This is an optimization exercise on Yosys and OpenROAD, whose aim is small area, a short achievable clock period and few clock cycles per item, not a production implementation.
In this exercise RTL edits were held to simulation tests only and were not proved equivalent to the original.
No activity file was given, so power comes from the tool's default toggle rates.

$ cat run.sh
#!/bin/bash
# synth_recipe.tcl (not shown) runs the flow's synth.tcl, then flattens the netlist and writes it again
# the make line also repeats each setting of config.mk as NAME=value (left out here)
make -C /OpenROAD-flow-scripts/flow DESIGN_CONFIG=/design/flow/config.mk WORK_HOME=/design/flow/orfs CLKGATE_MAP_FILE= SYNTH_SCRIPT=/design/flow/synth_recipe.tcl finish
$ cat constraint.sdc
create_clock -name core_clock -period 9.0 [get_ports {clk}]
set_input_delay 1.8000 -clock core_clock [delete_from_list [all_inputs] [get_ports {clk}]]
set_output_delay 1.8000 -clock core_clock [all_outputs]
set_load 0.01 [all_outputs]
$ cat design.v
module cmu_assoc #(
    parameter int LINE_WORDS_WIDTH = 2,
    parameter int SET_WIDTH        = 4
) (
    input  logic        clk,
    input  logic        rst,
    input  logic [31:0] addr_rw,
    input  logic        en_r,
    input  logic        en_w,
    input  logic [31:0] data_w,
    output logic [31:0] data_r,
    output logic        stall,
    output logic        mem_cs_o,
    output logic        mem_we_o,
    output logic [31:0] mem_addr_o,
    output logic [31:0] mem_data_o,
    input  logic [31:0] mem_data_i,
    input  logic        mem_ack_i,
    output logic [31:0] hit_cnt,
    output logic [31:0] miss_cnt
);
    localparam int TAG_BITS = 32 - SET_WIDTH - LINE_WORDS_WIDTH - 2;
    localparam int SETS     = 1 << SET_WIDTH;
    localparam int LINE     = 1 << LINE_WORDS_WIDTH;
    localparam logic [2:0] S_IDLE      = 3'd0;
    localparam logic [2:0] S_BACK      = 3'd1;
    localparam logic [2:0] S_BACK_WAIT = 3'd2;
    localparam logic [2:0] S_FILL      = 3'd3;
    localparam logic [2:0] S_FILL_WAIT = 3'd4;
    logic [TAG_BITS-1:0] tag_q   [SETS][2];
    logic [31:0]         data_q  [SETS][2][LINE];
    logic [1:0]          valid_q [SETS];
    logic [1:0]          dirty_q [SETS];
    logic [SETS-1:0]     lru_q;        
    logic [2:0]                  state;
    logic [2:0]                  next_state;
    logic [LINE_WORDS_WIDTH-1:0] word_count;
    logic [LINE_WORDS_WIDTH-1:0] next_wc;
    logic                        victim_q;
    logic [LINE_WORDS_WIDTH-1:0] a_word;
    logic [SET_WIDTH-1:0]        a_set;
    logic [TAG_BITS-1:0]         a_tag;
    logic                        unused_addr_bits;
    assign a_word           = addr_rw[LINE_WORDS_WIDTH+1:2];
    assign a_set            = addr_rw[SET_WIDTH+LINE_WORDS_WIDTH+1:LINE_WORDS_WIDTH+2];
    assign a_tag            = addr_rw[31:32-TAG_BITS];
    assign unused_addr_bits = ^addr_rw[1:0];
    logic hit0, hit1, hit, hit_way, req, hit_acc, last_word;
    logic victim_sel, victim_cur;
    assign hit0      = valid_q[a_set][0] && (tag_q[a_set][0] == a_tag);
    assign hit1      = valid_q[a_set][1] && (tag_q[a_set][1] == a_tag);
    assign hit       = hit0 | hit1;
    assign hit_way   = hit1;
    assign req       = en_r | en_w;
    assign stall     = req & !((state == S_IDLE) & hit);
    assign hit_acc   = req & (state == S_IDLE) & hit;
    assign last_word = &word_count;
    assign victim_sel = !valid_q[a_set][0] ? 1'b0 :
                        !valid_q[a_set][1] ? 1'b1 : lru_q[a_set];
    assign victim_cur = (state == S_IDLE) ? victim_sel : victim_q;
    always_comb begin
        next_state = state;
        next_wc    = word_count;
        case (state)
            S_IDLE: begin
                if (req && !hit) begin
                    next_wc    = '0;
                    next_state = (valid_q[a_set][victim_sel] && dirty_q[a_set][victim_sel])
                                 ? S_BACK : S_FILL;
                end
            end
            S_BACK: begin
                if (mem_ack_i) begin
                    next_wc = word_count + LINE_WORDS_WIDTH'(1);
                    if (last_word) next_state = S_BACK_WAIT;
                end
            end
            S_BACK_WAIT: begin
                next_wc    = '0;
                next_state = S_FILL;
            end
            S_FILL: begin
                if (mem_ack_i) begin
                    next_wc = word_count + LINE_WORDS_WIDTH'(1);
                    if (last_word) next_state = S_FILL_WAIT;
                end
            end
            S_FILL_WAIT: next_state = S_IDLE;
            default:     next_state = S_IDLE;
        endcase
    end
    logic        mem_cs_n;
    logic        mem_we_n;
    logic [31:0] mem_addr_n;
    always_comb begin
        mem_cs_n   = (next_state == S_BACK) || (next_state == S_FILL);
        mem_we_n   = (next_state == S_BACK);
        mem_addr_n = '0;
        case (next_state)
            S_BACK:  mem_addr_n = {tag_q[a_set][victim_cur], a_set, next_wc, 2'b00};
            S_FILL:  mem_addr_n = {a_tag, a_set, next_wc, 2'b00};
            default: mem_addr_n = '0;
        endcase
    end
    always_ff @(posedge clk or posedge rst) begin
        if (rst) begin
            state      <= S_IDLE;
            word_count <= '0;
            victim_q   <= 1'b0;
            lru_q      <= '0;
            for (int s = 0; s < SETS; s++) begin
                valid_q[s] <= 2'b00;
                dirty_q[s] <= 2'b00;
            end
            hit_cnt    <= '0;
            miss_cnt   <= '0;
            data_r     <= '0;
            mem_cs_o   <= 1'b0;
            mem_we_o   <= 1'b0;
            mem_addr_o <= '0;
            mem_data_o <= '0;
        end else begin
            state      <= next_state;
            word_count <= next_wc;
            if ((state == S_IDLE) && req && !hit) begin
                victim_q <= victim_sel;
                miss_cnt <= miss_cnt + 32'd1;
            end
            if (hit_acc) begin
                lru_q[a_set] <= ~hit_way;
                hit_cnt      <= hit_cnt + 32'd1;
                if (en_w) dirty_q[a_set][hit_way] <= 1'b1;
                else      data_r <= data_q[a_set][hit_way][a_word];
            end
            if ((state == S_FILL) && mem_ack_i && last_word) begin
                valid_q[a_set][victim_q] <= 1'b1;
                dirty_q[a_set][victim_q] <= 1'b0;
            end
            mem_cs_o   <= mem_cs_n;
            mem_we_o   <= mem_we_n;
            mem_addr_o <= mem_addr_n;
            if (next_state == S_BACK) mem_data_o <= data_q[a_set][victim_cur][next_wc];
        end
    end
    always_ff @(posedge clk) begin
        if ((state == S_FILL) && mem_ack_i) begin
            data_q[a_set][victim_q][word_count] <= mem_data_i;
            if (last_word) tag_q[a_set][victim_q] <= a_tag;
        end
        if (hit_acc && en_w) data_q[a_set][hit_way][a_word] <= data_w;
    end
endmodule
$ cat config.mk
export PLATFORM = sky130hd
export DESIGN_NAME = cmu_assoc
export DESIGN_NICKNAME = cmu_assoc
export VERILOG_FILES = /design/flow/design.v
export SDC_FILE = /design/flow/constraint.sdc
export NUM_CORES = 8
export LEC_CHECK = 0
export CAP_MARGIN = 20
export CORE_MARGIN = 2
export CORE_UTILIZATION = 40
export SLEW_MARGIN = 20
==> results_tabular.tex, run 1 <==
\begin{tabular}{lr}
\hline
Metric & Value \\
\hline
\multicolumn{2}{l}{\textbf{STA}} \\
\quad Final cycle utilization of the critical path & 96.0\% \\
\quad Maximum clock frequency & 116 MHz \\
\quad Worst-case clock skew & 0.0663 ns \\
\quad Rel. slew slack & 12.7\% \\
\quad Minimum hold slack & 0.457 ns \\
\quad Setup repair after global routing missed its margin & false \\
\quad Period minus WS final & 8.64 ns \\
\quad Count of endpoints failing setup in the final report & 0 \\
\quad Total negative setup slack & 0 ns \\
\quad Pin slew with the least headroom to its limit & 1.31 ns \\
\quad Number of hold violations in the final report & 0 \\
\quad Final max-slew violation count & 0 \\
\multicolumn{2}{l}{\textbf{Clocking}} \\
\quad Post-cts resize count & 0 \\
\quad Total clock buffers created by CTS & 537 \\
\quad Post-CTS setup buffer count & 0 \\
\quad Clock Sinks & 5110 \\
\quad Clock latency on the worst-skew pair & 1.12 ns \\
\quad Root buffer cell & sky130\_fd\_sc\_hd\_\_clkbuf\_16 \\
\quad H-Tree Depth & 6 \\
\quad Clock transition at the register clock pins on the worst setup and hold paths after CTS & 0.06 ns \\
\quad Number of buffers on the longest clock path & 4 \\
\quad TritonCTS clock tree & built \\
\quad CTS Hold Bufs & 0 \\
\multicolumn{2}{l}{\textbf{Logic synthesis}} \\
\quad Commonest register cell after synthesis & sky130\_fd\_sc\_hd\_\_edfxtp\_1 \\
\quad Top cells by area, synth & sky130\_fd\_sc\_hd\_\_edfxtp\_1 (61\%), sky130\_fd\_sc\_hd\_\_mux4\_2 (14\%), sky130\_fd\_sc\_hd\_\_nand2\_1 (5.6\%) \\
\quad Syn Std Cell Area & 0.238 sq mm \\
\quad Register bit total from synthesis & 5110 \\
\quad Share of the yosys chip area belonging to registers & 64.0\% \\
\quad Fraction of registers with async set or reset after synthesis & 4.81\% \\
\quad Gate Count Post-Synth & 16400 \\
\quad Post-synth cell types & 92 \\
\quad Number of flops mapped to enable cells by yosys & 4864 \\
\quad Post-Syn Area per Cell & 14.5 sq um \\
\quad Count of warnings emitted by yosys & 3 \\
\quad Top cell type by total area after synthesis & sky130\_fd\_sc\_hd\_\_edfxtp\_1 \\
\quad Share of the synthesized area in the top cell type & 61.5\% \\
\multicolumn{2}{l}{\textbf{Global route}} \\
\quad Initial antenna violation count & 67 \\
\quad Overall fraction of global-route tracks in use & 31.5\% \\
\quad Vias in the first global route & 160000 \\
\quad Remaining Overflow, GRT & 0 \\
\quad Pin count of the biggest net entering global routing & 129 \\
\quad Wire length of the first global-routing pass & 1320000 um \\
\multicolumn{2}{l}{\textbf{Place}} \\
\quad Final weighted congestion of routability-driven global placement & 0.957 \\
\quad Buffers added on ports & 259 \\
\quad HPWL reported at the end of detailed placement & 629000 um \\
\multicolumn{2}{l}{\textbf{Floorplanning}} \\
\quad Vertical extent of the die & 775 um \\
\quad Starting Density & 40.1\% \\
\quad Row cnt & 283 \\
\quad Die X & 775 um \\
\quad Floorplan Core Area & 0.593 sq mm \\
\quad Die area & 0.600 sq mm \\
\quad I/O pin total & 264 \\
\multicolumn{2}{l}{\textbf{Drt}} \\
\quad Number of routed nets with antenna violations & 0 \\
\quad Detailed-route wire length per cell & 38.3 um \\
\quad First-iteration detailed-routing DRC count & 29400 \\
\quad Total number of vias & 170000 \\
\quad Aggregate routed wire length & 972000 um \\
\quad Drt drc & 0 \\
\quad 1st-pass router iterations & 8 \\
\quad Vias per cell & 6.68 \\
\multicolumn{2}{l}{\textbf{Critical path}} \\
\quad Top cell family by delay on the critical path & buffers and inverters \\
\quad Arrival time at the worst endpoint & 6.84 ns \\
\quad Largest fanout on the critical path & 36 \\
\quad Count of buffering cells on the critical path with inverters included & 4 \\
\quad Kind of launch point of the worst setup path & input port \\
\quad Highest cell delay on the worst timing path & 0.63 ns \\
\quad Classification of the worst setup path & in2out \\
\quad Critical Path End Type & output port \\
\quad Ordered cell list for the critical path & buf\_8 -> buf\_4 -> mux4\_2 -> mux4\_2 -> xnor2\_1 -> nand3b\_1 -> or4\_1 -> nor3\_1 -> a41oi\_2 -> buf\_4 -> nor2\_1 -> nor2\_1 -> clkdlybuf4s50\_1 \\
\quad Crit path max-delay cell type & sky130\_fd\_sc\_hd\_\_xnor2\_1 \\
\quad Worst EP required & 7.20 ns \\
\multicolumn{2}{l}{\textbf{Power}} \\
\quad Switching fraction of total power & 33.0\% \\
\quad Leakage power & 91.2 nW \\
\quad Areal power density over the cells & 238 mW/mm\^{}2 \\
\quad Portion of total power attributed to sequential cells & 40.6\% \\
\quad Net switching power & 21.7 mW \\
\quad Max VDD drop & 0.213 mV \\
\quad Total power & 65.8 mW \\
\quad Proportion of power drawn by the clock network & 34.1\% \\
\quad Logic pwr share & 25.3\% \\
\quad Internal power consumption & 44.1 mW \\
\multicolumn{2}{l}{\textbf{Min path}} \\
\quad Tightest Hold Check Type & reg2reg \\
\multicolumn{2}{l}{\textbf{Cells and area}} \\
\quad Final core utilization & 46.6\% \\
\quad Fraction of layout instances using a drive strength above 1 & 21.4\% \\
\quad Post-layout nets & 17200 \\
\quad Layout overhead on the synthesized area & 16.2\% \\
\multicolumn{2}{l}{\textbf{Run}} \\
\quad Max-capacitance violation count & 0 \\
\multicolumn{2}{l}{\textbf{Run status}} \\
\quad Outcome & timing/DRC/antenna clean \\
\hline
\end{tabular}
[power groups by stage]
stage / clock, mW / combinational (mW) / sequential, mW
final: 22.4 / 16.7 / 26.7
after global routing: 23.4 / 17.0 / 26.7
after CTS: 22.5 / 16.1 / 26.7
after detailed placement: 0 / 16.0 / 27.2
after global placement: 0 / 15.9 / 27.2
after floorplan: 0 / 8.28 / 27.1
[stage by stage]
step                      std cells  setup WS, ns  cell area (sq um)
final                         25400         0.361             276000
after global placement        24400       -0.0285             259000
after detailed placement      24400         0.104             259000
after global routing          25300         0.311             276000
after CTS                     25300         0.473             276000
after floorplan               16400        -0.523             238000
[cell families (layout without fill, tap and decap cells)]
group	after synthesis	count (layout)	share of synthesized area, %
flip-flops	5110	5110	64.0
adder cells (fa/ha/maj)	9	9	0.0474
XOR/XNOR	85	85	0.313
AO/OA/AOI/OAI	2013	2013	5.76
multiplexers	2172	2172	17.1
other	1	56	0.00158
AND/OR/NAND/NOR	5694	5694	10.3
buffers and inverters	1306	2413	2.48
[flip-flops by register name, summed over array words and instances (netlist names), 2 cells and up]
register / count
data_q: 4096
tag_q: 768
data_r: 32
dirty_q: 32
hit_cnt: 32
mem_data_o: 32
miss_cnt: 32
valid_q: 32
mem_addr_o: 30
lru_q: 16
state: 3
word_count: 2
[area by class of cell]
cell class / instances / area, sq um
timing repair buffer: 1415 / 15000
sequential: 5110 / 152000
clock inverter: 250 / 2550
tap: 7837 / 9810
clock buffer: 714 / 14700
inverter: 34 / 160
multi-input combinational: 9975 / 81600
fill: 51100 / 317000
antenna: 54 / 135
[synthesized netlist by cell type (12+ instances only)]
library cell                instances
sky130_fd_sc_hd__nor3_1            80
sky130_fd_sc_hd__o22ai_1          206
sky130_fd_sc_hd__nand4_1          136
sky130_fd_sc_hd__nand3_1         1022
sky130_fd_sc_hd__mux4_2          1501
sky130_fd_sc_hd__clkbuf_1         655
sky130_fd_sc_hd__a311oi_1          71
sky130_fd_sc_hd__o2111ai_1         39
sky130_fd_sc_hd__a211oi_1          55
sky130_fd_sc_hd__xnor2_1           66
sky130_fd_sc_hd__and2_1            15
sky130_fd_sc_hd__and3_1           220
sky130_fd_sc_hd__a21oi_1          372
sky130_fd_sc_hd__o221ai_1          35
sky130_fd_sc_hd__dfrtp_1          246
sky130_fd_sc_hd__xor2_1            19
sky130_fd_sc_hd__nor2_1           478
sky130_fd_sc_hd__edfxtp_1        4864
sky130_fd_sc_hd__mux2i_1          623
sky130_fd_sc_hd__nor4_1            59
sky130_fd_sc_hd__a31oi_1          388
sky130_fd_sc_hd__nand2_1         3536
sky130_fd_sc_hd__and4_1            43
sky130_fd_sc_hd__o31ai_1           12
sky130_fd_sc_hd__nand4b_1          15
sky130_fd_sc_hd__a32oi_1          134
sky130_fd_sc_hd__inv_1             30
sky130_fd_sc_hd__o21ai_0          207
sky130_fd_sc_hd__a221oi_1          43
sky130_fd_sc_hd__a2111oi_0         45
sky130_fd_sc_hd__buf_4             85
sky130_fd_sc_hd__a22oi_1          145
sky130_fd_sc_hd__buf_6             25
sky130_fd_sc_hd__a21o_1            46
sky130_fd_sc_hd__mux2_2            43
sky130_fd_sc_hd__o211ai_1          49
sky130_fd_sc_hd__buf_2            383
sky130_fd_sc_hd__buf_1            124
sky130_fd_sc_hd__a32o_1            46
sky130_fd_sc_hd__or3_1             19
sky130_fd_sc_hd__o22a_1            15
[cells in the final DEF (no fill, tap or decap), types with 54 or more instances in the layout]
| master | count |
|---|---|
| sky130_fd_sc_hd__edfxtp_1 | 4864 |
| sky130_fd_sc_hd__nand2_1 | 3486 |
| sky130_fd_sc_hd__mux4_2 | 1501 |
| sky130_fd_sc_hd__nand3_1 | 1021 |
| sky130_fd_sc_hd__buf_4 | 866 |
| sky130_fd_sc_hd__mux2i_1 | 622 |
| sky130_fd_sc_hd__clkbuf_16 | 555 |
| sky130_fd_sc_hd__a31oi_1 | 385 |
| sky130_fd_sc_hd__a21oi_1 | 367 |
| sky130_fd_sc_hd__nor2_1 | 291 |
| sky130_fd_sc_hd__buf_12 | 285 |
| sky130_fd_sc_hd__clkdlybuf4s50_1 | 253 |
| sky130_fd_sc_hd__dfrtp_1 | 246 |
| sky130_fd_sc_hd__and3_1 | 219 |
| sky130_fd_sc_hd__o22ai_1 | 206 |
| sky130_fd_sc_hd__o21ai_0 | 205 |
| sky130_fd_sc_hd__nor2_4 | 178 |
| sky130_fd_sc_hd__a22oi_1 | 145 |
| sky130_fd_sc_hd__nand4_1 | 136 |
| sky130_fd_sc_hd__clkbuf_1 | 136 |
| sky130_fd_sc_hd__a32oi_1 | 133 |
| sky130_fd_sc_hd__clkinv_1 | 93 |
| sky130_fd_sc_hd__nor3_1 | 79 |
| sky130_fd_sc_hd__a311oi_1 | 71 |
| sky130_fd_sc_hd__xnor2_1 | 66 |
| sky130_fd_sc_hd__clkinv_2 | 64 |
| sky130_fd_sc_hd__nor4_1 | 57 |
| sky130_fd_sc_hd__diode_2 | 54 |
[worst paths after layout]
check,endpoint,startpoint,cells past startpoint,slack [ns]
max,stall,addr_rw[4],13,0.36
min,valid_q[7][1],valid_q[7][1],1,0.46
max reg2reg,mem_data_o[16],tag_q[30][12],17,1.96
min reg2reg,valid_q[7][1],valid_q[7][1],1,0.46
max in group asynchronous,data_r[12],rst,3,6.41
min in group asynchronous,miss_cnt[7],rst,2,1.22
[metal layers]
| layer | part of all wire (%) | global-route usage, % | routed length (um) |
|---|---|---|---|
| met1 | 35 | 40.9 | 336000 |
| met2 | 42 | 45.3 | 412000 |
| met3 | 14 | 8.20 | 132000 |
| met4 | 9.4 | 24.3 | 91600 |
| met5 | 0.025 | 0 | 243 |
Testbench counts, summed over its fixed seeds: cycles 105,447, accesses 24,000.
==> run 2: changes to the inputs <==
==> design.v (replaced) <==
module cmu_assoc #(
    parameter int LINE_WORDS_WIDTH = 2,
    parameter int SET_WIDTH        = 4
) (
    input  logic        clk,
    input  logic        rst,
    input  logic [31:0] addr_rw,
    input  logic        en_r,
    input  logic        en_w,
    input  logic [31:0] data_w,
    output logic [31:0] data_r,
    output logic        stall,
    output logic        mem_cs_o,
    output logic        mem_we_o,
    output logic [31:0] mem_addr_o,
    output logic [31:0] mem_data_o,
    input  logic [31:0] mem_data_i,
    input  logic        mem_ack_i,
    output logic [31:0] hit_cnt,
    output logic [31:0] miss_cnt
);
    localparam int TAG_BITS = 32 - SET_WIDTH - LINE_WORDS_WIDTH - 2;
    localparam int SETS     = 1 << SET_WIDTH;
    localparam int LINE     = 1 << LINE_WORDS_WIDTH;
    logic [TAG_BITS-1:0] tag_q    [SETS][2];
    logic [31:0]         data_q   [SETS][2][LINE];
    logic [LINE-1:0]     wvalid_q [SETS][2];    
    logic [LINE-1:0]     wdirty_q [SETS][2];    
    logic [1:0]          lvalid_q [SETS];       
    logic [SETS-1:0]     lru_q;                 
    logic                        wb_q;          
    logic                        wb_way_q;
    logic [LINE_WORDS_WIDTH-1:0] wb_word_q;
    logic [29:0]                 wb_addr_q;
    logic [LINE_WORDS_WIDTH-1:0] a_word;
    logic [SET_WIDTH-1:0]        a_set;
    logic [TAG_BITS-1:0]         a_tag;
    assign a_word = addr_rw[LINE_WORDS_WIDTH+1:2];
    assign a_set  = addr_rw[SET_WIDTH+LINE_WORDS_WIDTH+1:LINE_WORDS_WIDTH+2];
    assign a_tag  = addr_rw[31:32-TAG_BITS];
    logic            req, lh0, lh1, line_hit, word_ok, vic, vic_dirty, can_alloc;
    logic            use_way, fetch, complete, alloc, start_wb, wb_last;
    logic [LINE-1:0] vic_dirty_w, wb_rest;
    logic [LINE_WORDS_WIDTH-1:0] fdw, nxt_word;
    assign req      = en_r | en_w;
    assign lh0      = lvalid_q[a_set][0] && (tag_q[a_set][0] == a_tag);
    assign lh1      = lvalid_q[a_set][1] && (tag_q[a_set][1] == a_tag);
    assign line_hit = lh0 | lh1;
    assign word_ok  = (lh0 & wvalid_q[a_set][0][a_word]) | (lh1 & wvalid_q[a_set][1][a_word]);
    assign vic         = !lvalid_q[a_set][0] ? 1'b0 :
                         !lvalid_q[a_set][1] ? 1'b1 : lru_q[a_set];
    assign vic_dirty_w = lvalid_q[a_set][vic] ? wdirty_q[a_set][vic] : '0;
    assign vic_dirty   = |vic_dirty_w;
    assign can_alloc   = !vic_dirty;
    assign use_way  = line_hit ? lh1 : vic;
    logic go;
    assign go       = req && !wb_q && (line_hit || can_alloc);
    assign alloc    = go && !line_hit;
    assign fetch    = go && !en_w && !word_ok;
    assign complete = go && (en_w || word_ok || mem_ack_i);
    assign start_wb = req && !wb_q && !line_hit && vic_dirty;
    assign stall    = req && !complete;
    function automatic logic [LINE_WORDS_WIDTH-1:0] first_set(input logic [LINE-1:0] v);
        first_set = '0;
        for (int i = LINE - 1; i >= 0; i--) if (v[i]) first_set = LINE_WORDS_WIDTH'(i);
    endfunction
    assign fdw      = first_set(vic_dirty_w);
    assign wb_rest  = wdirty_q[a_set][wb_way_q] & ~(LINE'(1) << wb_word_q);
    assign nxt_word = first_set(wb_rest);
    assign wb_last  = ~|wb_rest;
    logic                        rd_way;
    logic [LINE_WORDS_WIDTH-1:0] rd_word;
    logic [31:0]                 rd_data;
    always_comb begin
        if (wb_q) begin
            rd_way  = wb_way_q;
            rd_word = nxt_word;
        end else if (line_hit) begin
            rd_way  = lh1;
            rd_word = a_word;
        end else begin
            rd_way  = vic;
            rd_word = fdw;
        end
    end
    assign rd_data = data_q[a_set][rd_way][rd_word];
    assign mem_cs_o   = !rst && (wb_q || fetch);
    assign mem_we_o   = wb_q;
    assign mem_addr_o = wb_q ? {wb_addr_q, 2'b00} : {addr_rw[31:2], 2'b00};
    logic        wr_en;
    logic [31:0] wr_data;
    assign wr_en   = complete && (en_w || !word_ok);
    assign wr_data = en_w ? data_w : mem_data_i;
    always_ff @(posedge clk or posedge rst) begin
        if (rst) begin
            lru_q      <= '0;
            for (int s = 0; s < SETS; s++) lvalid_q[s] <= 2'b00;
            hit_cnt    <= '0;
            miss_cnt   <= '0;
            data_r     <= '0;
            wb_q       <= 1'b0;
        end else begin
            if (alloc) begin
                lvalid_q[a_set][vic] <= 1'b1;
                miss_cnt             <= miss_cnt + 32'd1;
            end
            if (complete) begin
                lru_q[a_set] <= ~use_way;
                hit_cnt      <= hit_cnt + 32'd1;
                if (!en_w) data_r <= word_ok ? rd_data : mem_data_i;
            end
            if (start_wb) wb_q <= 1'b1;
            else if (wb_q && mem_ack_i && wb_last) wb_q <= 1'b0;
        end
    end
    always_ff @(posedge clk) begin
        if (alloc) begin
            tag_q[a_set][vic]    <= a_tag;
            wvalid_q[a_set][vic] <= '0;
            wdirty_q[a_set][vic] <= '0;
        end
        if (wr_en) begin
            data_q[a_set][use_way][a_word]   <= wr_data;
            wvalid_q[a_set][use_way][a_word] <= 1'b1;
            if (en_w) wdirty_q[a_set][use_way][a_word] <= 1'b1;
        end
        if (start_wb) begin
            wb_way_q   <= vic;
            wb_word_q  <= fdw;
            wb_addr_q  <= {tag_q[a_set][vic], a_set, fdw};
            mem_data_o <= rd_data;
        end else if (wb_q && mem_ack_i) begin
            wdirty_q[a_set][wb_way_q][wb_word_q] <= 1'b0;
            wb_word_q  <= nxt_word;
            wb_addr_q[LINE_WORDS_WIDTH-1:0] <= nxt_word;
            mem_data_o <= rd_data;
        end
    end
endmodule
==> run 2 against run 1 <==
Against the previous run: synthesized area shrank 9.1%; non-clock buffer count rose by 274; clock skew is 0.0043 ns lower; global-route usage decreased by 2.9 points; highest routed layer unchanged; die area decreased by 9.0%.
==> results_tabular.tex, run 2 <==
\begin{tabular}{lr}
\hline
Metric & Value \\
\hline
\multicolumn{2}{l}{\textbf{STA}} \\
\quad Total negative setup slack & 0 ns \\
\quad Period minus WS final & 8.65 ns \\
\quad Rel. slew slack & 18.1\% \\
\quad Number of hold violations in the final report & 0 \\
\quad Final cycle utilization of the critical path & 96.1\% \\
\quad Count of endpoints failing setup in the final report & 0 \\
\quad Worst-case clock skew & 0.0619 ns \\
\quad Maximum clock frequency & 116 MHz \\
\quad Setup repair after global routing missed its margin & false \\
\quad Final max-slew violation count & 0 \\
\quad Fin worst setup slack & 0.349 ns \\
\quad Pin slew with the least headroom to its limit & 1.23 ns \\
\quad Minimum hold slack & 0.454 ns \\
\multicolumn{2}{l}{\textbf{Drt}} \\
\quad Vias per cell & 6.15 \\
\quad Total number of vias & 141000 \\
\quad Drt drc & 0 \\
\quad Number of routed nets with antenna violations & 0 \\
\quad First-iteration detailed-routing DRC count & 22600 \\
\quad Detailed-route wire length per cell & 35.2 um \\
\quad Aggregate routed wire length & 805000 um \\
\quad 1st-pass router iterations & 6 \\
\multicolumn{2}{l}{\textbf{Logic synthesis}} \\
\quad Count of warnings emitted by yosys & 2 \\
\quad Top cell type by total area after synthesis & sky130\_fd\_sc\_hd\_\_edfxtp\_1 \\
\quad Post-Syn Area per Cell & 15.6 sq um \\
\quad Share of the synthesized area in the top cell type & 72.0\% \\
\quad Library cell with the highest instance count after synthesis & sky130\_fd\_sc\_hd\_\_edfxtp\_1 \\
\quad Commonest register cell after synthesis & sky130\_fd\_sc\_hd\_\_edfxtp\_1 \\
\quad Register bit total from synthesis & 5328 \\
\quad Number of flops mapped to enable cells by yosys & 5183 \\
\quad Top cells by area, synth & sky130\_fd\_sc\_hd\_\_edfxtp\_1 (72\%), sky130\_fd\_sc\_hd\_\_mux2i\_1 (6.3\%), sky130\_fd\_sc\_hd\_\_mux4\_2 (4.1\%) \\
\quad Synth top cells by count & sky130\_fd\_sc\_hd\_\_edfxtp\_1 (5183), sky130\_fd\_sc\_hd\_\_nand2\_1 (2238), sky130\_fd\_sc\_hd\_\_mux2i\_1 (1360) \\
\quad Fraction of registers with async set or reset after synthesis & 2.72\% \\
\quad Gate Count Post-Synth & 13800 \\
\quad Post-synth cell types & 96 \\
\quad Share of the yosys chip area belonging to registers & 73.7\% \\
\quad Syn Std Cell Area & 0.216 sq mm \\
\multicolumn{2}{l}{\textbf{Power}} \\
\quad Net switching power & 24.9 mW \\
\quad Max VDD drop & 0.258 mV \\
\quad Switching fraction of total power & 33.5\% \\
\quad Portion of total power attributed to sequential cells & 37.8\% \\
\quad Internal power consumption & 49.4 mW \\
\quad Logic pwr share & 31.5\% \\
\quad Proportion of power drawn by the clock network & 30.7\% \\
\quad Total power & 74.4 mW \\
\quad Areal power density over the cells & 288 mW/mm\^{}2 \\
\quad Leakage power & 89.6 nW \\
\multicolumn{2}{l}{\textbf{Clocking}} \\
\quad Number of buffers on the longest clock path & 4 \\
\quad TritonCTS clock tree & built \\
\quad Clock transition at the register clock pins on the worst setup and hold paths after CTS & 0.05 ns \\
\quad Root buffer cell & sky130\_fd\_sc\_hd\_\_clkbuf\_16 \\
\quad H-Tree Depth & 6 \\
\quad Clock latency on the worst-skew pair & 1.10 ns \\
\quad Total clock buffers created by CTS & 569 \\
\quad Clock Sinks & 5328 \\
\multicolumn{2}{l}{\textbf{Cells and area}} \\
\quad Layout overhead on the synthesized area & 19.3\% \\
\quad Fraction of layout instances using a drive strength above 1 & 18.6\% \\
\quad Register with the highest flop count & data\_q \\
\quad Commonest non-fill, non-tap cell in the layout & sky130\_fd\_sc\_hd\_\_edfxtp\_1 \\
\quad Highest-count cells in the layout ignoring fill and taps & sky130\_fd\_sc\_hd\_\_edfxtp\_1 (5183), sky130\_fd\_sc\_hd\_\_nand2\_1 (2224), sky130\_fd\_sc\_hd\_\_mux2i\_1 (1360) \\
\quad Area of all placed cells without fillers & 0.258 sq mm \\
\quad Fill cell instance count of the final layout & 45400 \\
\quad Largest register FFs & 4096 \\
\quad Cell Count, Final, Fillers Out & 22900 \\
\quad Final core utilization & 48.0\% \\
\quad Post-layout nets & 15300 \\
\quad Biggest regs & data\_q (4096), tag\_q (768) \\
\multicolumn{2}{l}{\textbf{Critical path}} \\
\quad Largest fanout on the critical path & 36 \\
\quad Arrival time at the worst endpoint & 6.85 ns \\
\quad Count of buffering cells on the critical path with inverters included & 11 \\
\quad Highest cell delay on the worst timing path & 0.66 ns \\
\quad Critical Path End Type & output port \\
\quad Crit-path most repeated cell & sky130\_fd\_sc\_hd\_\_buf\_4 \\
\quad Kind of launch point of the worst setup path & input port \\
\quad Crit path max-delay cell type & sky130\_fd\_sc\_hd\_\_or4\_1 \\
\quad Classification of the worst setup path & in2out \\
\quad Worst EP required & 7.20 ns \\
\quad Ordered cell list for the critical path & buf\_8 -> buf\_12 -> buf\_12 -> mux2i\_1 -> o22ai\_1 -> nor4\_1 -> buf\_4 -> xnor2\_1 -> nor4\_1 -> buf\_4 -> nand4\_1 -> or4\_1 -> buf\_12 -> buf\_4 -> nand2b\_1 -> inv\_1 -> a211oi\_1 -> buf\_4 -> a31oi\_1 -> buf\_4 -> nor2\_1 -> clkdlybuf4s50\_1 \\
\quad Top cell family by delay on the critical path & buffers and inverters \\
\multicolumn{2}{l}{\textbf{Floorplanning}} \\
\quad Vertical extent of the die & 739 um \\
\quad Floorplan Core Area & 0.538 sq mm \\
\quad Die area & 0.546 sq mm \\
\quad I/O pin total & 264 \\
\quad Starting Density & 40.2\% \\
\quad Die X & 739 um \\
\quad Row cnt & 269 \\
\multicolumn{2}{l}{\textbf{Place}} \\
\quad Count of placed standard cells including taps & 21800 \\
\quad Final weighted congestion of routability-driven global placement & 0.944 \\
\quad HPWL reported at the end of detailed placement & 507000 um \\
\quad Worst slack at placement & -0.526 ns \\
\quad Instance area after placement & 0.240 sq mm \\
\quad Buffers added on ports & 259 \\
\multicolumn{2}{l}{\textbf{Global route}} \\
\quad Overall fraction of global-route tracks in use & 28.6\% \\
\quad Vias in the first global route & 131000 \\
\quad Remaining Overflow, GRT & 0 \\
\quad Wire length of the first global-routing pass & 1090000 um \\
\quad Pin count of the biggest net entering global routing & 120 \\
\quad Initial antenna violation count & 70 \\
\multicolumn{2}{l}{\textbf{Min path}} \\
\quad Tightest Hold Check Type & reg2reg \\
\multicolumn{2}{l}{\textbf{Run}} \\
\quad Max-capacitance violation count & 0 \\
\multicolumn{2}{l}{\textbf{Run status}} \\
\quad Outcome & timing/DRC/antenna clean \\
\hline
\end{tabular}
## run 2: final timing paths
kind	start	to	slack [ns]	cells after the start
min in group asynchronous	rst	lru_q[7]	1.26	2
worst min register to register	lvalid_q[3][0]	lvalid_q[3][0]	0.45	1
worst max-delay path	addr_rw[4]	mem_cs_o	0.35	22
worst min-delay path	lvalid_q[3][0]	lvalid_q[3][0]	0.45	1
max in group asynchronous	rst	wb_q	6.26	3
worst max register to register	tag_q[16][3]	data_r[28]	1.55	23
## run 2: cell families after synthesis
group                    after synthesis  synth area share, %
AO/OA/AOI/OAI                       1530                 4.64
XOR/XNOR                             123                0.498
adder cells (fa/ha/maj)                9               0.0521
buffers and inverters                935                 2.02
flip-flops                          5328                 73.7
multiplexers                        1843                 10.9
other                                  1              0.00174
AND/OR/NAND/NOR                     4057                 8.21
## run 2: worst register-to-register path, stage by stage (launching register included)
cell and delay (ns):
sky130_fd_sc_hd__edfxtp_1 0.39, sky130_fd_sc_hd__mux4_2 0.49, sky130_fd_sc_hd__mux4_2 0.50, sky130_fd_sc_hd__xnor2_1 0.28
sky130_fd_sc_hd__nand4_1 0.34, sky130_fd_sc_hd__a2111o_1 0.47, sky130_fd_sc_hd__or4_1 0.51, sky130_fd_sc_hd__buf_12 0.20
sky130_fd_sc_hd__and4bb_2 0.28, sky130_fd_sc_hd__a32oi_4 0.23, sky130_fd_sc_hd__buf_12 0.24, sky130_fd_sc_hd__buf_12 0.23
sky130_fd_sc_hd__buf_12 0.35, sky130_fd_sc_hd__buf_12 0.29, sky130_fd_sc_hd__mux2i_1 0.27, sky130_fd_sc_hd__o22ai_1 0.14
sky130_fd_sc_hd__nor4_1 0.35, sky130_fd_sc_hd__buf_4 0.22, sky130_fd_sc_hd__nand4_1 0.20, sky130_fd_sc_hd__buf_12 0.23
sky130_fd_sc_hd__nor2_1 0.27, sky130_fd_sc_hd__buf_4 0.23, sky130_fd_sc_hd__nand4_1 0.24, sky130_fd_sc_hd__a221o_1 0.39
## run 2: cell type report
cell class,instances,area [sq um],share of cell area (%)
antenna,47,118,0.0456
sequential,5328,159000,61.8
clock buffer,732,15100,5.87
clock inverter,289,2670,1.03
multi-input combinational,7564,53900,20.9
tap,7181,8980,3.48
inverter,56,224,0.0869
timing repair buffer,1689,17500,6.79
## run 2: routing by layer
metal / routed length, um / share of wire [%] / up-vias / global-route usage, %
met4: 49100 / 6.1 / 38 / 14.7
met5: 268 / 0.033 / - / 0
met2: 357000 / 44 / 9737 / 43.3
met1: 298000 / 37 / 72400 / 38.2
li1: - / - / 56700 / -
met3: 101000 / 13 / 1791 / 7.22
## run 2: timing repair
action,in CTS,in global routing
setup endpoints to repair,1,1
setup buffers,0,0
gates resized for setup,1,3
hold buffers,0,0
cloned,0,0
## run 2: power by group through the flow
stage / sequential [mW] / clock, mW / combinational [mW]
6_report: 28.1 / 22.8 / 23.4
2_1_floorplan: 28.6 / 0 / 12.8
3_5_place_dp: 28.6 / 0 / 23.0
5_1_grt: 28.1 / 23.9 / 24.4
4_1_cts: 28.1 / 22.9 / 23.1
3_3_place_gp: 28.6 / 0 / 22.9
Testbench counts of run 2, summed over its fixed seeds: cycles 39,484, accesses 24,000.
==> run 3: changes to the inputs <==
==> design.v (replaced) <==
module cmu_assoc #(
    parameter int LINE_WORDS_WIDTH = 2,
    parameter int SET_WIDTH        = 4
) (
    input  logic        clk,
    input  logic        rst,
    input  logic [31:0] addr_rw,
    input  logic        en_r,
    input  logic        en_w,
    input  logic [31:0] data_w,
    output logic [31:0] data_r,
    output logic        stall,
    output logic        mem_cs_o,
    output logic        mem_we_o,
    output logic [31:0] mem_addr_o,
    output logic [31:0] mem_data_o,
    input  logic [31:0] mem_data_i,
    input  logic        mem_ack_i,
    output logic [31:0] hit_cnt,
    output logic [31:0] miss_cnt
);
    localparam int TAG_BITS = 32 - SET_WIDTH - LINE_WORDS_WIDTH - 2;
    localparam int SETS     = 1 << SET_WIDTH;
    localparam int LINE     = 1 << LINE_WORDS_WIDTH;
    logic [TAG_BITS-1:0] tag_q    [SETS][2];
    logic [31:0]         data_q   [SETS][2][LINE];
    logic [LINE-1:0]     wvalid_q [SETS][2];    
    logic [LINE-1:0]     wdirty_q [SETS][2];    
    logic [1:0]          lvalid_q [SETS];       
    logic [SETS-1:0]     lru_q;                 
    logic [LINE_WORDS_WIDTH-1:0] a_word;
    logic [SET_WIDTH-1:0]        a_set;
    logic [TAG_BITS-1:0]         a_tag;
    assign a_word = addr_rw[LINE_WORDS_WIDTH+1:2];
    assign a_set  = addr_rw[SET_WIDTH+LINE_WORDS_WIDTH+1:LINE_WORDS_WIDTH+2];
    assign a_tag  = addr_rw[31:32-TAG_BITS];
    logic [TAG_BITS-1:0] s_tag    [2];
    logic [31:0]         s_data   [2][LINE];
    logic [LINE-1:0]     s_wvalid [2];
    logic [LINE-1:0]     s_dirty  [2];
    logic [1:0]          s_lvalid;
    logic                s_lru;
    always_comb begin
        s_lvalid = lvalid_q[a_set];
        s_lru    = lru_q[a_set];
        for (int w = 0; w < 2; w++) begin
            s_tag[w]    = tag_q[a_set][w];
            s_wvalid[w] = wvalid_q[a_set][w];
            s_dirty[w]  = s_lvalid[w] ? wdirty_q[a_set][w] : '0;
            for (int k = 0; k < LINE; k++) s_data[w][k] = data_q[a_set][w][k];
        end
    end
    logic req, lh0, lh1, line_hit, word_ok, use_way;
    assign req      = en_r | en_w;
    assign lh0      = s_lvalid[0] && (s_tag[0] == a_tag);
    assign lh1      = s_lvalid[1] && (s_tag[1] == a_tag);
    assign line_hit = lh0 | lh1;
    assign word_ok  = (lh0 & s_wvalid[0][a_word]) | (lh1 & s_wvalid[1][a_word]);
    logic vic, vic_dirty, oth_dirty;
    assign vic       = !s_lvalid[0] ? 1'b0 : !s_lvalid[1] ? 1'b1 : s_lru;
    assign vic_dirty = |s_dirty[vic];
    assign oth_dirty = |s_dirty[~vic];
    assign use_way   = line_hit ? lh1 : vic;
    function automatic logic [LINE_WORDS_WIDTH-1:0] first_set(input logic [LINE-1:0] v);
        first_set = '0;
        for (int i = LINE - 1; i >= 0; i--) if (v[i]) first_set = LINE_WORDS_WIDTH'(i);
    endfunction
    logic                        wb_any, wb_way;
    logic [LINE_WORDS_WIDTH-1:0] wb_word;
    assign wb_any  = vic_dirty | oth_dirty;
    assign wb_way  = vic_dirty ? vic : ~vic;
    assign wb_word = first_set(s_dirty[wb_way]);
    logic need_fetch, fetch, go, alloc, complete, wb_xfer;
    assign need_fetch = !en_w && !word_ok;
    assign go         = req && (line_hit || !vic_dirty);    
    assign fetch      = go && need_fetch;
    assign alloc      = go && !line_hit;
    assign complete   = go && (!need_fetch || mem_ack_i);
    assign wb_xfer    = req && !fetch && wb_any;
    assign stall      = req && !complete;
    assign mem_cs_o   = !rst && (fetch || wb_xfer);
    assign mem_we_o   = !fetch;
    assign mem_addr_o = fetch ? {addr_rw[31:2], 2'b00}
                              : {s_tag[wb_way], a_set, wb_word, 2'b00};
    assign mem_data_o = s_data[wb_way][wb_word];
    logic        wr_en;
    logic [31:0] wr_data;
    assign wr_en   = complete && (en_w || !word_ok);
    assign wr_data = en_w ? data_w : mem_data_i;
    always_ff @(posedge clk or posedge rst) begin
        if (rst) begin
            lru_q    <= '0;
            for (int s = 0; s < SETS; s++) lvalid_q[s] <= 2'b00;
            hit_cnt  <= '0;
            miss_cnt <= '0;
            data_r   <= '0;
        end else begin
            if (alloc) begin
                lvalid_q[a_set][vic] <= 1'b1;
                miss_cnt             <= miss_cnt + 32'd1;
            end
            if (complete) begin
                lru_q[a_set] <= ~use_way;
                hit_cnt      <= hit_cnt + 32'd1;
                if (!en_w) data_r <= word_ok ? s_data[lh1][a_word] : mem_data_i;
            end
        end
    end
    always_ff @(posedge clk) begin
        if (wb_xfer && mem_ack_i) wdirty_q[a_set][wb_way][wb_word] <= 1'b0;
        if (alloc) begin
            tag_q[a_set][vic]    <= a_tag;
            wvalid_q[a_set][vic] <= '0;
            wdirty_q[a_set][vic] <= '0;
        end
        if (wr_en) begin
            data_q[a_set][use_way][a_word]   <= wr_data;
            wvalid_q[a_set][use_way][a_word] <= 1'b1;
            if (en_w) wdirty_q[a_set][use_way][a_word] <= 1'b1;
        end
    end
endmodule
==> run 3 against run 2 <==
Against the previous run: the layout now fails its checks (negative setup slack); register-to-register slack better by 1.2 ns; synthesized cell count down 18%; sequential share of layout area up 3.0 points; via count down 16%; combinational power down 72%; clock skew up 0.0092 ns; global-route usage down 4.4 points.
==> results_tabular.tex, run 3 <==
\begin{tabular}{lr}
\hline
Metric & Value \\
\hline
\multicolumn{2}{l}{\textbf{STA}} \\
\quad Final cycle utilization of the critical path & 101\% \\
\quad Count of endpoints failing setup in the final report & 1 \\
\quad Pin slew with the least headroom to its limit & 1.23 ns \\
\quad Maximum clock frequency & 110 MHz \\
\quad Number of hold violations in the final report & 0 \\
\quad Fin worst setup slack & -0.0716 ns \\
\quad Worst-case clock skew & 0.0711 ns \\
\quad Period minus WS final & 9.07 ns \\
\quad Final max-slew violation count & 0 \\
\quad Rel. slew slack & 17.1\% \\
\quad Setup repair after global routing missed its margin & false \\
\multicolumn{2}{l}{\textbf{Drt}} \\
\quad Vias per cell & 6.03 \\
\quad Routed wl met2 & 303000 um \\
\quad First-iteration detailed-routing DRC count & 17200 \\
\quad Total number of vias & 118000 \\
\quad Met3 wire length & 70800 um \\
\quad Aggregate routed wire length & 657000 um \\
\quad Number of routed nets with antenna violations & 0 \\
\quad Detailed-route wire length on metal 1 & 252000 um \\
\quad Detailed-route wire length per cell & 33.6 um \\
\quad Drt drc & 0 \\
\quad Top metal layer carrying routed signals & met5 \\
\quad 1st-pass router iterations & 6 \\
\multicolumn{2}{l}{\textbf{Logic synthesis}} \\
\quad Compound-gate portion of the synthesized area & 4.55\% \\
\quad Gate Count Post-Synth & 11300 \\
\quad Library cell with the highest instance count after synthesis & sky130\_fd\_sc\_hd\_\_edfxtp\_1 \\
\quad Share of the yosys chip area belonging to registers & 74.8\% \\
\quad Synth top cells by count & sky130\_fd\_sc\_hd\_\_edfxtp\_1 (5120), sky130\_fd\_sc\_hd\_\_mux2i\_1 (1117), sky130\_fd\_sc\_hd\_\_mux4\_2 (847) \\
\quad Count of warnings emitted by yosys & 6 \\
\quad Syn Std Cell Area & 0.210 sq mm \\
\quad Xor and xnor fraction of the mapped netlist area & 0.371\% \\
\quad Share of synthesized cell area in and, or, nand and nor gates & 3.54\% \\
\quad Post-Syn Area per Cell & 18.6 sq um \\
\quad Post-Synth Adder-Cell Area & 0.0535\% \\
\quad Post-synth cell types & 92 \\
\quad Top cells by area, synth & sky130\_fd\_sc\_hd\_\_edfxtp\_1 (73\%), sky130\_fd\_sc\_hd\_\_mux4\_2 (9.1\%), sky130\_fd\_sc\_hd\_\_mux2i\_1 (5.3\%) \\
\quad Number of flops mapped to enable cells by yosys & 5120 \\
\quad Dominant combinational cell family by area after synthesis & multiplexers \\
\quad Fraction of synthesized area in multiplexers & 14.7\% \\
\quad Share of the synthesized area in the top cell type & 73.1\% \\
\quad Fraction of registers with async set or reset after synthesis & 2.74\% \\
\quad Register bit total from synthesis & 5264 \\
\quad Commonest register cell after synthesis & sky130\_fd\_sc\_hd\_\_edfxtp\_1 \\
\quad Top cell type by total area after synthesis & sky130\_fd\_sc\_hd\_\_edfxtp\_1 \\
\multicolumn{2}{l}{\textbf{Critical path}} \\
\quad Largest fanout on the critical path & 24 \\
\quad Cells on worst reg2reg path & 16 \\
\quad Worst EP required & 7.20 ns \\
\quad Critical Path End Type & output port \\
\quad Count of buffering cells on the critical path with inverters included & 8 \\
\quad Classification of the worst setup path & in2out \\
\quad Crit path max-delay cell type & sky130\_fd\_sc\_hd\_\_or4\_1 \\
\quad Top cell family by delay on the critical path & buffers and inverters \\
\quad Logic depth of the worst path, buffers included & 17 \\
\quad Highest cell delay on the worst timing path & 0.57 ns \\
\quad Crit-path most repeated cell & sky130\_fd\_sc\_hd\_\_buf\_4 \\
\quad Ordered cell list for the critical path & buf\_8 -> buf\_4 -> buf\_4 -> inv\_8 -> o221ai\_1 -> a311oi\_1 -> buf\_4 -> or4\_1 -> or2\_2 -> a31o\_2 -> nor3\_4 -> buf\_4 -> a22oi\_1 -> and3\_1 -> a21oi\_2 -> buf\_4 -> buf\_12 \\
\quad Origin of the worst setup path & addr\_rw[7] \\
\quad Kind of launch point of the worst setup path & input port \\
\quad Worst r2r src & tag\_q[23][15] \\
\quad Arrival time at the worst endpoint & 7.27 ns \\
\multicolumn{2}{l}{\textbf{Power}} \\
\quad Leakage power & 80.2 nW \\
\quad Max VDD drop & 0.217 mV \\
\quad Areal power density over the cells & 231 mW/mm\^{}2 \\
\multicolumn{2}{l}{\textbf{Floorplanning}} \\
\quad Vertical extent of the die & 729 um \\
\quad Floorplan Core Area & 0.524 sq mm \\
\quad Die X & 729 um \\
\quad I/O pin total & 264 \\
\quad Starting Density & 40.1\% \\
\quad Die area & 0.532 sq mm \\
\quad Row cnt & 266 \\
\multicolumn{2}{l}{\textbf{Cells and area}} \\
\quad Fraction of layout instances using a drive strength above 1 & 21.0\% \\
\quad Biggest regs & data\_q (4096), tag\_q (768) \\
\quad Register with the highest flop count & data\_q \\
\quad FF+latch area & 0.157 sq mm \\
\quad Fill cell instance count of the final layout & 43800 \\
\quad Layout overhead on the synthesized area & 15.5\% \\
\quad Highest-count cells in the layout ignoring fill and taps & sky130\_fd\_sc\_hd\_\_edfxtp\_1 (5120), sky130\_fd\_sc\_hd\_\_mux2i\_1 (1117), sky130\_fd\_sc\_hd\_\_mux4\_2 (847) \\
\quad Post-layout nets & 12200 \\
\quad Area of all placed cells without fillers & 0.243 sq mm \\
\quad Commonest non-fill, non-tap cell in the layout & sky130\_fd\_sc\_hd\_\_edfxtp\_1 \\
\quad Area taken by multi-input logic gates & 0.0504 sq mm \\
\quad Largest register FFs & 4096 \\
\multicolumn{2}{l}{\textbf{Min path}} \\
\quad Number of cells on the worst hold path & 1 \\
\quad Tightest Hold Check Type & reg2reg \\
\quad HP Start & lvalid\_q[10][1] \\
\multicolumn{2}{l}{\textbf{Clocking}} \\
\quad Root buffer cell & sky130\_fd\_sc\_hd\_\_clkbuf\_16 \\
\quad Number of buffers on the longest clock path & 4 \\
\quad H-Tree Depth & 6 \\
\quad Clock latency on the worst-skew pair & 1.08 ns \\
\quad TritonCTS clock tree & built \\
\quad Clock Sinks & 5264 \\
\quad Total clock buffers created by CTS & 558 \\
\quad Clock transition at the register clock pins on the worst setup and hold paths after CTS & 0.05 ns \\
\multicolumn{2}{l}{\textbf{Place}} \\
\quad Final weighted congestion of routability-driven global placement & 0.936 \\
\quad Instance area after placement & 0.225 sq mm \\
\quad Buffers added on ports & 259 \\
\quad HPWL reported at the end of detailed placement & 400000 um \\
\quad Worst slack at placement & -0.146 ns \\
\multicolumn{2}{l}{\textbf{Global route}} \\
\quad Vias in the first global route & 115000 \\
\quad Remaining Overflow, GRT & 0 \\
\quad Pin count of the biggest net entering global routing & 118 \\
\quad Wire length of the first global-routing pass & 905000 um \\
\quad Initial antenna violation count & 51 \\
\quad Overall fraction of global-route tracks in use & 24.1\% \\
\multicolumn{2}{l}{\textbf{Run status}} \\
\quad Outcome & failed layout checks \\
\quad Reasons for failing layout checks & negative setup slack \\
\multicolumn{2}{l}{\textbf{Run}} \\
\quad Max-capacitance violation count & 0 \\
\hline
\end{tabular}
==> run 3: worst reg2reg max path: cells and delay by family, from the launching register on <==
family          cells  cell delay (ns)
xor+xnor            1             0.23
mux                 1             0.14
buf+inv             5             1.56
compound gates      4             1.77
simple gates        5             1.86
flops               1             0.36
==> run 3: final cells by class <==
class | instances | area share (%)
flip-flops and latches | 5264 | 64.8
well taps | 6968 | 3.59
diodes | 16 | 0.0165
multi-input cells | 5269 | 20.8
repair buffers | 961 | 3.64
clock buffers | 730 | 6.12
inverters | 72 | 0.120
clock inverters | 272 | 0.950
==> run 3: final timing paths <==
check	end	slack (ns)
worst max-delay path	mem_data_o[31]	-0.07
worst min-delay path	lvalid_q[10][1]	0.46
worst max register to register	data_q[26][24]	2.73
worst min register to register	lvalid_q[10][1]	0.46
max in group asynchronous	data_r[24]	6.11
min in group asynchronous	hit_cnt[30]	1.38
==> run 3: cell families after synthesis <==
logic type	Yosys count
simple gates	1665
other cells	1
fa+ha+maj	9
mux	2016
flops	5264
buf+inv	798
compound gates	1488
xor+xnor	89
==> run 3: repair_timing <==
| item | 4_1_cts | 5_1_grt |
|---|---|---|
| hold buffers | 0 | 0 |
| setup endpoints to repair | 4 | 21 |
| buffers inserted | 0 | 0 |
| resized for setup | 4 | 8 |
==> run 3: stage by stage <==
step | utilization, % | hold slack [ns] | setup TNS, ns | power [mW] | instances
6_report | 46.3 | 0.457 | -0.0716 | 56.1 | 19600
5_1_grt | 46.3 | 0.474 | 0 | 57.6 | 19500
4_1_cts | 46.3 | 0.458 | 0 | 56.3 | 19500
3_5_place_dp | 43.0 | 0.442 | -0.375 | 34.6 | 18500
3_3_place_gp | 43.0 | 0.435 | -3.99 | 34.5 | 18500
2_1_floorplan | - | 0.420 | -354.24 | 31.1 | 11300
==> run 3: metal layers <==
| layer | global-route usage [%] | up-vias |
|---|---|---|
| met5 | 0 | - |
| met4 | 9.61 | 2 |
| met3 | 5.60 | 1129 |
| met2 | 37.9 | 6449 |
| met1 | 32.6 | 62500 |
| li1 | - | 47700 |
==> run 3: power by group <==
group	switching, mW	internal, mW	leakage, nW
registers	0.214	27.4	48.1
logic	4.45	2.17	23.8
clock network	9.62	12.2	8.33
Testbench counts of run 3, summed over its fixed seeds: cycles 27,621, accesses 24,000.
==> run 4: changes to the inputs <==
--- a/design.v
+++ b/design.v
@@ -30,2 +30,8 @@
     logic [SETS-1:0]     lru_q;                 
+    logic                        wbp_q;         
+    logic [SET_WIDTH-1:0]        wb_set_q;
+    logic                        wb_way_q;
+    logic [LINE_WORDS_WIDTH-1:0] wb_word_q;
+    logic [TAG_BITS-1:0]         wb_tag_q;
+    logic [31:0]                 wb_data_q;
     logic [LINE_WORDS_WIDTH-1:0] a_word;
@@ -52,23 +58,20 @@
     end
+    logic [SETS-1:0] match0, match1;
+    always_comb begin
+        for (int s = 0; s < SETS; s++) begin
+            match0[s] = lvalid_q[s][0] && (tag_q[s][0] == a_tag);
+            match1[s] = lvalid_q[s][1] && (tag_q[s][1] == a_tag);
+        end
+    end
     logic req, lh0, lh1, line_hit, word_ok, use_way;
     assign req      = en_r | en_w;
-    assign lh0      = s_lvalid[0] && (s_tag[0] == a_tag);
-    assign lh1      = s_lvalid[1] && (s_tag[1] == a_tag);
+    assign lh0      = match0[a_set];
+    assign lh1      = match1[a_set];
     assign line_hit = lh0 | lh1;
     assign word_ok  = (lh0 & s_wvalid[0][a_word]) | (lh1 & s_wvalid[1][a_word]);
-    logic vic, vic_dirty, oth_dirty;
+    logic vic, vic_dirty;
     assign vic       = !s_lvalid[0] ? 1'b0 : !s_lvalid[1] ? 1'b1 : s_lru;
     assign vic_dirty = |s_dirty[vic];
-    assign oth_dirty = |s_dirty[~vic];
     assign use_way   = line_hit ? lh1 : vic;
-    function automatic logic [LINE_WORDS_WIDTH-1:0] first_set(input logic [LINE-1:0] v);
-        first_set = '0;
-        for (int i = LINE - 1; i >= 0; i--) if (v[i]) first_set = LINE_WORDS_WIDTH'(i);
-    endfunction
-    logic                        wb_any, wb_way;
-    logic [LINE_WORDS_WIDTH-1:0] wb_word;
-    assign wb_any  = vic_dirty | oth_dirty;
-    assign wb_way  = vic_dirty ? vic : ~vic;
-    assign wb_word = first_set(s_dirty[wb_way]);
-    logic need_fetch, fetch, go, alloc, complete, wb_xfer;
+    logic need_fetch, fetch, go, alloc, complete;
     assign need_fetch = !en_w && !word_ok;
@@ -78,9 +81,3 @@
     assign complete   = go && (!need_fetch || mem_ack_i);
-    assign wb_xfer    = req && !fetch && wb_any;
     assign stall      = req && !complete;
-    assign mem_cs_o   = !rst && (fetch || wb_xfer);
-    assign mem_we_o   = !fetch;
-    assign mem_addr_o = fetch ? {addr_rw[31:2], 2'b00}
-                              : {s_tag[wb_way], a_set, wb_word, 2'b00};
-    assign mem_data_o = s_data[wb_way][wb_word];
     logic        wr_en;
@@ -89,2 +86,32 @@
     assign wr_data = en_w ? data_w : mem_data_i;
+    logic wb_xfer, wb_done, wb_hit_wr;
+    assign wb_xfer   = wbp_q && !fetch;
+    assign wb_done   = wb_xfer && mem_ack_i;
+    assign wb_hit_wr = wr_en && en_w && (wb_set_q == a_set) &&
+                       (wb_way_q == use_way) && (wb_word_q == a_word);
+    function automatic logic [LINE_WORDS_WIDTH-1:0] first_set(input logic [LINE-1:0] v);
+        first_set = '0;
+        for (int i = LINE - 1; i >= 0; i--) if (v[i]) first_set = LINE_WORDS_WIDTH'(i);
+    endfunction
+    logic [LINE-1:0]             cd [2];
+    logic                        cand_any, cand_way;
+    logic [LINE_WORDS_WIDTH-1:0] cand_word;
+    always_comb begin
+        for (int w = 0; w < 2; w++) begin
+            cd[w] = s_dirty[w];
+            if (wbp_q && wb_set_q == a_set && wb_way_q == w[0])
+                cd[w][wb_word_q] = 1'b0;
+        end
+    end
+    assign cand_way  = (|cd[vic]) ? vic : ~vic;
+    assign cand_any  = |(cd[0] | cd[1]);
+    assign cand_word = first_set(cd[cand_way]);
+    logic cand_wr, load_wb;
+    assign cand_wr = wr_en && en_w && (cand_way == use_way) && (cand_word == a_word);
+    assign load_wb = req && cand_any && !cand_wr && (!wbp_q || wb_done || wb_hit_wr);
+    assign mem_cs_o   = !rst && (fetch || wbp_q);
+    assign mem_we_o   = !fetch;
+    assign mem_addr_o = fetch ? {addr_rw[31:2], 2'b00}
+                              : {wb_tag_q, wb_set_q, wb_word_q, 2'b00};
+    assign mem_data_o = wb_data_q;
     always_ff @(posedge clk or posedge rst) begin
@@ -96,2 +123,3 @@
             data_r   <= '0;
+            wbp_q    <= 1'b0;
         end else begin
@@ -106,2 +134,4 @@
             end
+            if (load_wb) wbp_q <= 1'b1;
+            else if (wb_done || wb_hit_wr) wbp_q <= 1'b0;
         end
@@ -109,3 +139,3 @@
     always_ff @(posedge clk) begin
-        if (wb_xfer && mem_ack_i) wdirty_q[a_set][wb_way][wb_word] <= 1'b0;
+        if (wb_done) wdirty_q[wb_set_q][wb_way_q][wb_word_q] <= 1'b0;
         if (alloc) begin
@@ -120,2 +150,9 @@
         end
+        if (load_wb) begin
+            wb_set_q  <= a_set;
+            wb_way_q  <= cand_way;
+            wb_word_q <= cand_word;
+            wb_tag_q  <= s_tag[cand_way];
+            wb_data_q <= s_data[cand_way][cand_word];
+        end
     end
--- a/config.mk
+++ b/config.mk
@@ -10,2 +10,4 @@
 export CORE_UTILIZATION = 40
+export SETUP_SLACK_MARGIN = 3.5
 export SLEW_MARGIN = 20
+export TNS_END_PERCENT = 5
==> run 4 against run 3 <==
Against the previous run: the run now finishes clean; final area is 4.8% higher; final cell count is 1.1% lower; highest routed layer unchanged; non-clock buffer count is 101 lower; critical path depth is 1 lower; critical endpoint is now mem_addr_o[26]; combinational power is about 10% lower; core utilization is 0.070 points higher; routed wire length is 4.9% higher; worst hold slack better by 0.010 ns.
==> results_tabular.tex, run 4 <==
\begin{tabular}{lr}
\hline
Metric & Value \\
\hline
\multicolumn{2}{l}{\textbf{Run status}} \\
\quad Outcome & timing/DRC/antenna clean \\
\multicolumn{2}{l}{\textbf{Min path}} \\
\quad HP Start & hit\_cnt[31] \\
\quad Tightest Hold Check Type & reg2reg \\
\multicolumn{2}{l}{\textbf{Drt}} \\
\quad Drt drc & 0 \\
\quad 1st-pass router iterations & 7 \\
\quad Number of routed nets with antenna violations & 0 \\
\quad Aggregate routed wire length & 689000 um \\
\quad First-iteration detailed-routing DRC count & 18700 \\
\quad Vias per cell & 6.13 \\
\quad Total number of vias & 119000 \\
\quad Detailed-route wire length per cell & 35.6 um \\
\multicolumn{2}{l}{\textbf{Cells and area}} \\
\quad Register with the highest flop count & data\_q \\
\quad Largest register FFs & 4096 \\
\quad Commonest non-fill, non-tap cell in the layout & sky130\_fd\_sc\_hd\_\_edfxtp\_1 \\
\quad Highest-count cells in the layout ignoring fill and taps & sky130\_fd\_sc\_hd\_\_edfxtp\_1 (5183), sky130\_fd\_sc\_hd\_\_mux4\_2 (1590), sky130\_fd\_sc\_hd\_\_clkbuf\_16 (570) \\
\quad Fraction of layout instances using a drive strength above 1 & 28.5\% \\
\quad Post-layout nets & 11700 \\
\quad Layout overhead on the synthesized area & 15.6\% \\
\quad Biggest regs & data\_q (4096), tag\_q (768) \\
\multicolumn{2}{l}{\textbf{STA}} \\
\quad Rel. slew slack & 19.8\% \\
\quad Minimum hold slack & 0.467 ns \\
\quad Worst-case clock skew & 0.144 ns \\
\quad Pin slew with the least headroom to its limit & 1.19 ns \\
\quad Period minus WS final & 6.99 ns \\
\quad Final cycle utilization of the critical path & 77.7\% \\
\quad Count of endpoints failing setup in the final report & 0 \\
\quad Final max-slew violation count & 0 \\
\quad Maximum clock frequency & 143 MHz \\
\quad Number of hold violations in the final report & 0 \\
\quad Total negative setup slack & 0 ns \\
\quad Setup repair after global routing missed its margin & true \\
\multicolumn{2}{l}{\textbf{Clocking}} \\
\quad TritonCTS clock tree & built \\
\quad Clock Sinks & 5328 \\
\quad Number of buffers on the longest clock path & 4 \\
\quad H-Tree Depth & 6 \\
\quad Root buffer cell & sky130\_fd\_sc\_hd\_\_clkbuf\_16 \\
\quad Total clock buffers created by CTS & 559 \\
\quad Clock transition at the register clock pins on the worst setup and hold paths after CTS & 0.06 ns \\
\quad Clock latency on the worst-skew pair & 1.11 ns \\
\multicolumn{2}{l}{\textbf{Run}} \\
\quad Max-capacitance violation count & 0 \\
\multicolumn{2}{l}{\textbf{Logic synthesis}} \\
\quad Library cell with the highest instance count after synthesis & sky130\_fd\_sc\_hd\_\_edfxtp\_1 \\
\quad Fraction of registers with async set or reset after synthesis & 2.72\% \\
\quad Top cells by area, synth & sky130\_fd\_sc\_hd\_\_edfxtp\_1 (71\%), sky130\_fd\_sc\_hd\_\_mux4\_2 (16\%), sky130\_fd\_sc\_hd\_\_xor2\_1 (2.2\%) \\
\quad Register bit total from synthesis & 5328 \\
\quad Gate Count Post-Synth & 10900 \\
\quad Top cell type by total area after synthesis & sky130\_fd\_sc\_hd\_\_edfxtp\_1 \\
\quad Post-Syn Area per Cell & 20.1 sq um \\
\quad Count of warnings emitted by yosys & 7 \\
\quad Share of the yosys chip area belonging to registers & 72.4\% \\
\quad Post-synth cell types & 82 \\
\quad Share of the synthesized area in the top cell type & 70.7\% \\
\quad Commonest register cell after synthesis & sky130\_fd\_sc\_hd\_\_edfxtp\_1 \\
\quad Number of flops mapped to enable cells by yosys & 5183 \\
\quad Synth top cells by count & sky130\_fd\_sc\_hd\_\_edfxtp\_1 (5183), sky130\_fd\_sc\_hd\_\_mux4\_2 (1590), sky130\_fd\_sc\_hd\_\_xor2\_1 (563) \\
\quad Syn Std Cell Area & 0.220 sq mm \\
\multicolumn{2}{l}{\textbf{Floorplanning}} \\
\quad Row cnt & 272 \\
\quad Vertical extent of the die & 746 um \\
\quad Floorplan Core Area & 0.548 sq mm \\
\quad Starting Density & 40.1\% \\
\quad Die area & 0.556 sq mm \\
\quad Die X & 746 um \\
\quad I/O pin total & 264 \\
\multicolumn{2}{l}{\textbf{Global route}} \\
\quad Pin count of the biggest net entering global routing & 135 \\
\quad Vias in the first global route & 118000 \\
\quad Wire length of the first global-routing pass & 948000 um \\
\quad Initial antenna violation count & 62 \\
\quad Remaining Overflow, GRT & 0 \\
\quad Overall fraction of global-route tracks in use & 24.2\% \\
\multicolumn{2}{l}{\textbf{Place}} \\
\quad HPWL reported at the end of detailed placement & 419000 um \\
\quad Buffers added on ports & 259 \\
\quad Final weighted congestion of routability-driven global placement & 0.923 \\
\multicolumn{2}{l}{\textbf{Power}} \\
\quad Leakage power & 79.8 nW \\
\quad Max VDD drop & 0.189 mV \\
\quad Areal power density over the cells & 224 mW/mm\^{}2 \\
\multicolumn{2}{l}{\textbf{Critical path}} \\
\quad Kind of launch point of the worst setup path & input port \\
\quad Origin of the worst setup path & addr\_rw[5] \\
\quad Arrival time at the worst endpoint & 5.19 ns \\
\quad Worst r2r src & tag\_q[7][12] \\
\quad Critical Path End Type & output port \\
\quad Classification of the worst setup path & in2out \\
\quad Worst EP required & 7.20 ns \\
\quad Largest fanout on the critical path & 6 \\
\hline
\end{tabular}
-- run 4: changes by cell type after synthesis, sizes merged, moves of 55 or more --
cell    previous run  this run
mux2i           1117       103
mux4             847      1590
xor2              21       563
o22ai            460       120
o21ai            366        88
nor2             728       475
xnor2             68       274
a21oi            226       105
nand2            400       296
nor4              50       135
nor3             200       283
edfxtp          5120      5183
a221oi            67         9
a22oi             75        20
-- run 4: final cells by class --
| cell class | instances | area (sq um) |
|---|---|---|
| fill | 45000 | 294000 |
| sequential | 5328 | 159000 |
| multi-input combinational | 4820 | 59300 |
| clock buffer | 702 | 14800 |
| tap | 7261 | 9080 |
| timing repair buffer | 860 | 8550 |
| clock inverter | 302 | 3120 |
| inverter | 48 | 214 |
| antenna | 25 | 62.6 |
-- run 4: logic make-up after synthesis --
| logic type | synth area share, % |
|---|---|
| simple gates | 3.31 |
| fa+ha+maj | 0.0512 |
| buf+inv | 1.59 |
| compound gates | 2.11 |
| flops | 72.4 |
| other cells | 0.00170 |
| mux | 17.2 |
| xor+xnor | 3.33 |
-- run 4: report_power, final --
group	switching, mW	leakage (nW)	internal (mW)	total [mW]
Clock	9.88	8.68	12.9	22.7
Sequential	0.440	48.7	27.8	28.2
Combinational	3.86	22.5	2.08	5.94
-- run 4: repair_timing --
item	4_1_cts	5_1_grt
cloned	18	6
gates resized for setup	341	89
hold buffers	0	0
endpoints found under the setup margin	5579	4903
pin swaps	20	17
buffers inserted	58	44
-- run 4: through the flow --
stage | util, % | worst slack [ns] | cell area, sq um | instances | power (mW)
2_1_floorplan | - | 1.90 | 221000 | 10900 | 31.5
5_1_grt | 46.4 | 1.94 | 254000 | 19300 | 58.3
3_5_place_dp | 42.6 | 0.743 | 234000 | 18200 | 34.4
6_report | 46.4 | 2.01 | 254000 | 19300 | 56.9
4_1_cts | 46.2 | 2.06 | 253000 | 19300 | 57.0
3_3_place_gp | 42.6 | 0.696 | 234000 | 18200 | 34.3
-- run 4: path summary, 6_finish.rpt --
| path | end | slack [ns] | cells after the start |
|---|---|---|---|
| worst max-delay path | mem_addr_o[26] | 2.01 | 16 |
| worst min-delay path | hit_cnt[31] | 0.47 | 1 |
| worst max register to register | data_q[89][21] | 3.05 | 18 |
| worst min register to register | hit_cnt[31] | 0.47 | 1 |
| max in group asynchronous | lru_q[2] | 6.05 | 3 |
| min in group asynchronous | lvalid_q[8][1] | 1.37 | 2 |
-- run 4: per-layer routing --
layer	track usage [%]	wire, um
met5	0	177
met1	33.1	264000
met2	37.4	318000
met4	9.47	30900
met3	5.96	76400
-- run 4: critical path: stages --
cell and delay, ns:
sky130_fd_sc_hd__buf_16 0.11, sky130_fd_sc_hd__clkinvlp_4 0.15, sky130_fd_sc_hd__ha_4 0.21, sky130_fd_sc_hd__buf_6 0.12
sky130_fd_sc_hd__or4_4 0.48, sky130_fd_sc_hd__a222oi_1 0.46, sky130_fd_sc_hd__a21oi_1 0.13, sky130_fd_sc_hd__a22o_2 0.27
sky130_fd_sc_hd__a2111oi_4 0.26, sky130_fd_sc_hd__nand3_2 0.18, sky130_fd_sc_hd__nand3_4 0.14, sky130_fd_sc_hd__buf_12 0.16
sky130_fd_sc_hd__buf_12 0.13, sky130_fd_sc_hd__buf_16 0.12, sky130_fd_sc_hd__mux2_4 0.31, sky130_fd_sc_hd__buf_6 0.12
Testbench counts of run 4, summed over its fixed seeds: cycles 27,736, accesses 24,000.

## port drivers added, routing unchanged
The results above use ideal ports. As a check the final layouts listed here were re-extracted and re-timed, cells and wires unchanged.
Step 1 sets driving cells, clkbuf_16 on the clock port and buf_2 on the other inputs (assumed; they add their load-dependent delay and slew).
Step 2 moves the port delays by t, midway between the first and last clock arrival at a register: inputs arrive t later, outputs are due t later. That takes back most of the time a late clock gives input paths.
a / b / c = ideal / step 1 / step 2; a / b = the first two.
run | t, ns | setup WS [ns] | slew at the worst register clock pin (ns)
run 1 | 1.217 | 0.361 / 0.308 / -0.287 | 0.07 / 0.07
run 2 | 1.203 | 0.349 / 0.294 / -0.575 | 0.07 / 0.07
run 3 | 1.181 | -0.072 / -0.157 / -0.157 | 0.08 / 0.08
run 4 | 1.163 | 2.007 / 1.686 / 1.057 | 0.07 / 0.07
With both steps, setup timing fails in run 1 and run 2, where it was met with ideal ports. For run 4, which loses most, drivers alone change the setup slack by -0.321 ns; drivers and shift together by -0.950 ns.
